This design comes from an exercise in tuning for small area on the open sky130 flow, not from production work. Only simulation tests tie the RTL to the original design; equivalence was not proved. Power is estimated from default activity; no workload was simulated.

==> inputs of job 9782 <==
==> flow/design.v <==
`default_nettype none
module ram_dp_clr #(
    parameter int                    ADDR_WIDTH  = 8,
    parameter int                    DATA_WIDTH  = 16,
    parameter int                    DEPTH       = 2**ADDR_WIDTH,
    parameter int                    RDW_MODE    = 0,
    parameter logic [DATA_WIDTH-1:0] CLEAR_VALUE = '0
) (
    input  logic                    i_clk,
    input  logic                    i_rst_n,
    input  logic                    i_we,
    input  logic [ADDR_WIDTH-1:0]   i_waddr,
    input  logic [DATA_WIDTH-1:0]   i_wdata,
    input  logic [DATA_WIDTH/8-1:0] i_wmask,
    input  logic                    i_re,
    input  logic [ADDR_WIDTH-1:0]   i_raddr,
    output logic [DATA_WIDTH-1:0]   or_rdata,
    output logic                    or_rvalid,
    input  logic                    i_clear,
    output logic                    o_busy
);
    localparam int                  c_NBYTES  = DATA_WIDTH / 8;
    localparam logic [ADDR_WIDTH:0]   c_DEPTH_X = (ADDR_WIDTH+1)'(DEPTH);
    localparam logic [ADDR_WIDTH-1:0] c_LAST    = ADDR_WIDTH'(DEPTH - 1);
    if (DATA_WIDTH % 8 != 0) begin : g_chk_data_width
        $error("ram_dp_clr: DATA_WIDTH must be a multiple of 8");
    end
    if ((DEPTH < 1) || (DEPTH > 2**ADDR_WIDTH)) begin : g_chk_depth
        $error("ram_dp_clr: DEPTH must be in 1 .. 2**ADDR_WIDTH");
    end
    typedef enum logic [0:0] {
        S_CLEAR = 1'b0,
        S_IDLE  = 1'b1
    } state_t;
    state_t                 r_state;
    state_t                 w_state_nxt;
    logic [ADDR_WIDTH-1:0]  r_cnt;
    logic [ADDR_WIDTH-1:0]  w_cnt_nxt;
    logic [DATA_WIDTH-1:0]  r_mem [0:DEPTH-1];
    logic                   w_idle;
    logic                   w_waddr_ok;
    logic                   w_raddr_ok;
    logic                   w_collide;
    logic [DATA_WIDTH-1:0]  w_merged;
    logic [DATA_WIDTH-1:0]  w_rd_next;
    logic                   w_mem_we;
    logic [ADDR_WIDTH-1:0]  w_mem_addr;
    logic [DATA_WIDTH-1:0]  w_mem_wdata;
    logic [c_NBYTES-1:0]    w_mem_be;
    assign w_idle     = (r_state == S_IDLE);
    assign w_waddr_ok = ({1'b0, i_waddr} < c_DEPTH_X);
    assign w_raddr_ok = ({1'b0, i_raddr} < c_DEPTH_X);
    assign w_collide  = i_we && w_waddr_ok && (i_waddr == i_raddr);
    assign o_busy     = (r_state == S_CLEAR);
    always_ff @(posedge i_clk or negedge i_rst_n) begin
        if (!i_rst_n) begin
            r_state <= S_CLEAR;
            r_cnt   <= '0;
        end else begin
            r_state <= w_state_nxt;
            r_cnt   <= w_cnt_nxt;
        end
    end
    always_comb begin
        w_state_nxt = r_state;
        w_cnt_nxt   = r_cnt;
        case (r_state)
            S_CLEAR: begin
                if (r_cnt == c_LAST) begin
                    w_state_nxt = S_IDLE;
                end else begin
                    w_cnt_nxt = r_cnt + 1'b1;
                end
            end
            S_IDLE: begin
                if (i_clear) begin
                    w_state_nxt = S_CLEAR;
                    w_cnt_nxt   = '0;
                end
            end
            default: begin
                w_state_nxt = S_CLEAR;
                w_cnt_nxt   = '0;
            end
        endcase
    end
    always_comb begin
        w_mem_we    = 1'b0;
        w_mem_addr  = i_waddr;
        w_mem_wdata = i_wdata;
        w_mem_be    = i_wmask;
        if (r_state == S_CLEAR) begin
            w_mem_we    = 1'b1;
            w_mem_addr  = r_cnt;
            w_mem_wdata = CLEAR_VALUE;
            w_mem_be    = '1;
        end else if (i_we && w_waddr_ok) begin
            w_mem_we    = 1'b1;
        end
    end
    always_ff @(posedge i_clk) begin
        if (w_mem_we) begin
            for (int k = 0; k < c_NBYTES; k++) begin
                if (w_mem_be[k]) begin
                    r_mem[w_mem_addr][8*k +: 8] <= w_mem_wdata[8*k +: 8];
                end
            end
        end
    end
    always_comb begin
        w_merged = r_mem[i_waddr];
        for (int k = 0; k < c_NBYTES; k++) begin
            if (i_wmask[k]) begin
                w_merged[8*k +: 8] = i_wdata[8*k +: 8];
            end
        end
    end
    always_comb begin
        w_rd_next = '0;
        if (w_raddr_ok) begin
            if ((RDW_MODE != 0) && w_collide) begin
                w_rd_next = w_merged;
            end else begin
                w_rd_next = r_mem[i_raddr];
            end
        end
    end
    always_ff @(posedge i_clk or negedge i_rst_n) begin
        if (!i_rst_n) begin
            or_rdata  <= '0;
            or_rvalid <= 1'b0;
        end else if (w_idle && i_re) begin
            or_rdata  <= w_rd_next;
            or_rvalid <= 1'b1;
        end else begin
            or_rvalid <= 1'b0;
        end
    end
endmodule
`default_nettype wire
`default_nettype none
module ram_dp_clr_top (
    input  logic        i_clk,
    input  logic        i_rst_n,
    input  logic        i_we,
    input  logic [7:0]  i_waddr,
    input  logic [15:0] i_wdata,
    input  logic [1:0]  i_wmask,
    input  logic        i_re,
    input  logic [7:0]  i_raddr,
    output logic [15:0] or_rdata,
    output logic        or_rvalid,
    input  logic        i_clear,
    output logic        o_busy
);
    ram_dp_clr #(
        .ADDR_WIDTH  (8),
        .DATA_WIDTH  (16),
        .DEPTH       (240),
        .RDW_MODE    (1),
        .CLEAR_VALUE (16'hA5A5)
    ) u_ram (
        .i_clk     (i_clk),
        .i_rst_n   (i_rst_n),
        .i_we      (i_we),
        .i_waddr   (i_waddr),
        .i_wdata   (i_wdata),
        .i_wmask   (i_wmask),
        .i_re      (i_re),
        .i_raddr   (i_raddr),
        .or_rdata  (or_rdata),
        .or_rvalid (or_rvalid),
        .i_clear   (i_clear),
        .o_busy    (o_busy)
    );
endmodule
`default_nettype wire
==> flow/run.sh <==
#!/bin/bash
# synth_recipe.tcl (not shown) runs the flow's synth.tcl, then flattens the netlist and writes it again
# the make line also repeats each setting of config.mk as NAME=value (left out here)
make -C /OpenROAD-flow-scripts/flow DESIGN_CONFIG=/design/flow/config.mk WORK_HOME=/design/flow/orfs CLKGATE_MAP_FILE= SYNTH_SCRIPT=/design/flow/synth_recipe.tcl finish
==> flow/config.mk <==
export PLATFORM = sky130hd
export DESIGN_NAME = ram_dp_clr_top
export DESIGN_NICKNAME = ram_dp_clr_top
export VERILOG_FILES = /design/flow/design.v
export SDC_FILE = /design/flow/constraint.sdc
export NUM_CORES = 4
export LEC_CHECK = 0
export CAP_MARGIN = 20
export CORE_MARGIN = 2
export CORE_UTILIZATION = 30
export PLACE_DENSITY = 0.4
export SLEW_MARGIN = 20
export SYNTH_MEMORY_MAX_BITS = 8192
==> flow/constraint.sdc <==
create_clock -name core_clock -period 5.0 [get_ports {i_clk}]
set_input_delay 1.0000 -clock core_clock [delete_from_list [all_inputs] [get_ports {i_clk}]]
set_output_delay 1.0000 -clock core_clock [all_outputs]
set_load 0.01 [all_outputs]
==> job 5199 (differences from job 9782) <==
==> flow/design.v (replaced) <==
`default_nettype none
module ram_dp_clr #(
    parameter int                    ADDR_WIDTH  = 8,
    parameter int                    DATA_WIDTH  = 16,
    parameter int                    DEPTH       = 2**ADDR_WIDTH,
    parameter int                    RDW_MODE    = 0,
    parameter logic [DATA_WIDTH-1:0] CLEAR_VALUE = '0
) (
    input  logic                    i_clk,
    input  logic                    i_rst_n,
    input  logic                    i_we,
    input  logic [ADDR_WIDTH-1:0]   i_waddr,
    input  logic [DATA_WIDTH-1:0]   i_wdata,
    input  logic [DATA_WIDTH/8-1:0] i_wmask,
    input  logic                    i_re,
    input  logic [ADDR_WIDTH-1:0]   i_raddr,
    output logic [DATA_WIDTH-1:0]   or_rdata,
    output logic                    or_rvalid,
    input  logic                    i_clear,
    output logic                    o_busy
);
    localparam int                  c_NBYTES  = DATA_WIDTH / 8;
    localparam logic [ADDR_WIDTH:0]   c_DEPTH_X = (ADDR_WIDTH+1)'(DEPTH);
    localparam logic [ADDR_WIDTH-1:0] c_LAST    = ADDR_WIDTH'(DEPTH - 1);
    localparam int                  c_LO_W    = (ADDR_WIDTH > 4) ? 4 : ADDR_WIDTH;
    localparam int                  c_HI_W    = ADDR_WIDTH - c_LO_W;
    localparam int                  c_NLO     = 2**c_LO_W;
    localparam int                  c_NHI     = (DEPTH + c_NLO - 1) / c_NLO;
    if (DATA_WIDTH % 8 != 0) begin : g_chk_data_width
        $error("ram_dp_clr: DATA_WIDTH must be a multiple of 8");
    end
    if ((DEPTH < 1) || (DEPTH > 2**ADDR_WIDTH)) begin : g_chk_depth
        $error("ram_dp_clr: DEPTH must be in 1 .. 2**ADDR_WIDTH");
    end
    logic                   r_busy;
    logic [ADDR_WIDTH-1:0]  r_cnt;
    always_ff @(posedge i_clk or negedge i_rst_n) begin
        if (!i_rst_n) begin
            r_busy <= 1'b1;
            r_cnt  <= '0;
        end else if (r_busy) begin
            if (r_cnt == c_LAST) begin
                r_busy <= 1'b0;
            end else begin
                r_cnt  <= r_cnt + 1'b1;
            end
        end else if (i_clear) begin
            r_busy <= 1'b1;
            r_cnt  <= '0;
        end
    end
    assign o_busy = r_busy;
    logic [c_NHI-1:0]                   w_whi;
    logic [c_NLO-1:0][c_NBYTES-1:0]     w_wlo;
    logic [DATA_WIDTH-1:0]              w_wd;
    always_comb begin
        for (int g = 0; g < c_NHI; g++) begin
            w_whi[g] = r_busy | (i_we && (i_waddr >> c_LO_W) == g);
        end
        for (int j = 0; j < c_NLO; j++) begin
            for (int k = 0; k < c_NBYTES; k++) begin
                w_wlo[j][k] = r_busy | (i_wmask[k] && i_waddr[c_LO_W-1:0] == j);
            end
        end
    end
    assign w_wd = r_busy ? CLEAR_VALUE : i_wdata;
    logic [c_NHI-1:0]       w_rhi;
    logic [c_NLO-1:0]       w_rlo;
    logic [DEPTH-1:0]       w_rsel;
    always_comb begin
        for (int g = 0; g < c_NHI; g++) begin
            w_rhi[g] = ((i_raddr >> c_LO_W) == g);
        end
        for (int j = 0; j < c_NLO; j++) begin
            w_rlo[j] = (i_raddr[c_LO_W-1:0] == j);
        end
    end
    logic [DEPTH-1:0][DATA_WIDTH-1:0] w_words;
    for (genvar w = 0; w < DEPTH; w++) begin : g_word
        logic [DATA_WIDTH-1:0] r_word;
        for (genvar k = 0; k < c_NBYTES; k++) begin : g_byte
            always_ff @(posedge i_clk) begin
                if (w_whi[w / c_NLO] && w_wlo[w % c_NLO][k]) begin
                    r_word[8*k +: 8] <= w_wd[8*k +: 8];
                end
            end
        end
        assign w_words[w] = r_word;
        assign w_rsel[w]  = w_rhi[w / c_NLO] & w_rlo[w % c_NLO];
    end
    localparam int          c_NGRP = (DEPTH + 2) / 3;
    logic [3*c_NGRP-1:0]    w_rsel3;
    logic [DATA_WIDTH-1:0]  w_rd_mem;
    assign w_rsel3 = (3*c_NGRP)'(w_rsel);
    for (genvar b = 0; b < DATA_WIDTH; b++) begin : g_rbit
        logic [3*c_NGRP-1:0] w_col;
        logic [c_NGRP-1:0]   w_grp_n;
        for (genvar w = 0; w < 3*c_NGRP; w++) begin : g_col
            if (w < DEPTH) begin : g_in
                assign w_col[w] = w_words[w][b];
            end else begin : g_pad
                assign w_col[w] = 1'b0;
            end
        end
        for (genvar t = 0; t < c_NGRP; t++) begin : g_grp
            ram_dp_clr_ao222 u_ao (
                .i_a0(w_rsel3[3*t]),   .i_b0(w_col[3*t]),
                .i_a1(w_rsel3[3*t+1]), .i_b1(w_col[3*t+1]),
                .i_a2(w_rsel3[3*t+2]), .i_b2(w_col[3*t+2]),
                .o_y_n(w_grp_n[t])
            );
        end
        assign w_rd_mem[b] = ~(&w_grp_n);
    end
    logic                   w_raddr_ok;
    logic                   w_collide;
    logic [DATA_WIDTH-1:0]  w_rd_next;
    assign w_raddr_ok = ({1'b0, i_raddr} < c_DEPTH_X);
    assign w_collide  = (RDW_MODE != 0) && i_we && w_raddr_ok && (i_waddr == i_raddr);
    always_comb begin
        w_rd_next = w_rd_mem;
        for (int k = 0; k < c_NBYTES; k++) begin
            if (w_collide && i_wmask[k]) begin
                w_rd_next[8*k +: 8] = i_wdata[8*k +: 8];
            end
        end
    end
    always_ff @(posedge i_clk or negedge i_rst_n) begin
        if (!i_rst_n) begin
            or_rdata  <= '0;
            or_rvalid <= 1'b0;
        end else if (!r_busy && i_re) begin
            or_rdata  <= w_rd_next;
            or_rvalid <= 1'b1;
        end else begin
            or_rvalid <= 1'b0;
        end
    end
endmodule
`default_nettype wire
`default_nettype none
module ram_dp_clr_ao222 (
    input  logic i_a0,
    input  logic i_b0,
    input  logic i_a1,
    input  logic i_b1,
    input  logic i_a2,
    input  logic i_b2,
    output logic o_y_n
);
    assign o_y_n = ~((i_a0 & i_b0) | (i_a1 & i_b1) | (i_a2 & i_b2));
endmodule
`default_nettype wire
`default_nettype none
module ram_dp_clr_top (
    input  logic        i_clk,
    input  logic        i_rst_n,
    input  logic        i_we,
    input  logic [7:0]  i_waddr,
    input  logic [15:0] i_wdata,
    input  logic [1:0]  i_wmask,
    input  logic        i_re,
    input  logic [7:0]  i_raddr,
    output logic [15:0] or_rdata,
    output logic        or_rvalid,
    input  logic        i_clear,
    output logic        o_busy
);
    ram_dp_clr #(
        .ADDR_WIDTH  (8),
        .DATA_WIDTH  (16),
        .DEPTH       (240),
        .RDW_MODE    (1),
        .CLEAR_VALUE (16'hA5A5)
    ) u_ram (
        .i_clk     (i_clk),
        .i_rst_n   (i_rst_n),
        .i_we      (i_we),
        .i_waddr   (i_waddr),
        .i_wdata   (i_wdata),
        .i_wmask   (i_wmask),
        .i_re      (i_re),
        .i_raddr   (i_raddr),
        .or_rdata  (or_rdata),
        .or_rvalid (or_rvalid),
        .i_clear   (i_clear),
        .o_busy    (o_busy)
    );
endmodule
`default_nettype wire
==> flow/flow/run.sh (new file) <==
#!/bin/bash
# Standard layout, with clock tree synthesis set for large sink clusters
# driven by clkbuf_16 and without dummy balancing loads.
set -euo pipefail
export CTS_ARGS="-sink_clustering_enable -repair_clock_nets -dont_use_dummy_load -buf_list sky130_fd_sc_hd__clkbuf_16 -sink_clustering_size 30 -sink_clustering_max_diameter 60"
bash standard.sh > standard_flow.log 2>&1
==> flow/standard.sh (new file) <==
#!/bin/bash
# synth_recipe.tcl (not shown) runs the flow's synth.tcl, then flattens the netlist and writes it again
# the make line also repeats each setting of config.mk as NAME=value (left out here)
make -C /OpenROAD-flow-scripts/flow DESIGN_CONFIG=/design/flow/config.mk WORK_HOME=/design/flow/orfs CLKGATE_MAP_FILE= SYNTH_SCRIPT=/design/flow/synth_recipe.tcl "${@:-finish}"
--- a/flow/config.mk
+++ b/flow/config.mk
@@ -9,5 +9,8 @@
 export CORE_MARGIN = 2
-export CORE_UTILIZATION = 30
-export PLACE_DENSITY = 0.4
+export CORE_UTILIZATION = 65
+export PLACE_DENSITY = 0.75
+export SETUP_SLACK_MARGIN = 0.4
 export SLEW_MARGIN = 20
+export SYNTH_HIERARCHICAL = 1
 export SYNTH_MEMORY_MAX_BITS = 8192
+export SYNTH_MINIMUM_KEEP_SIZE = 0
removed: flow/run.sh
==> results.txt <==
Job 9782 passed the timing, design-rule and antenna checks. Job 5199 finished clean.
Critical path depth: job 9782 is lower than job 5199 (3).
Sequential power: job 9782 is smaller than job 5199 (12%).
In job 5199 the utilization is higher than in job 9782, by 37 points.
Of job 9782 and job 5199, job 9782 has the higher worst hold slack (gap 0.29 ns).
Against job 9782, the clock power of job 5199 is smaller by about 50%.
Against job 5199, the routed wire length of job 9782 is larger by 100%.
In job 5199 the final area is smaller than in job 9782, by 31%.
Between job 9782 and job 5199, the lower first-iteration DRC count is in job 9782 (gap 31%, measured against job 5199).

-- what the ideal ports hide --
The flow's constraints put no driver on any port. The routed layouts listed below were extracted and timed again, unchanged, in two steps. Step 1 (the two cells are an assumption about what drives the block):
set clk [get_ports {i_clk}]
set_driving_cell -lib_cell sky130_fd_sc_hd__clkbuf_16 $clk
set_driving_cell -lib_cell sky130_fd_sc_hd__buf_2 [delete_from_list [all_inputs] $clk]
Step 2, shift: input delay + t, output delay - t, t = (earliest + latest rising clock arrival at the registers) / 2. This alone moves slack from input paths to output paths. a / b / c = ideal / step 1 / step 2; a / b = the first two.
run	t (ns)	setup WS [ns]	clock arrival spread, ns	worst data-port slew with drivers (ns)
job 9782	1.175	0.795 / 0.795 / -0.213	0.076 / 0.077	0.20
job 5199	0.942	0.279 / 0.350 / -0.592	0.134 / 0.134	0.12
With both steps, setup timing fails in job 9782 and job 5199, where it was met with ideal ports. The setup slack of job 9782, which loses most, moves by 0.000 ns with the drivers and by -1.008 ns with both steps.
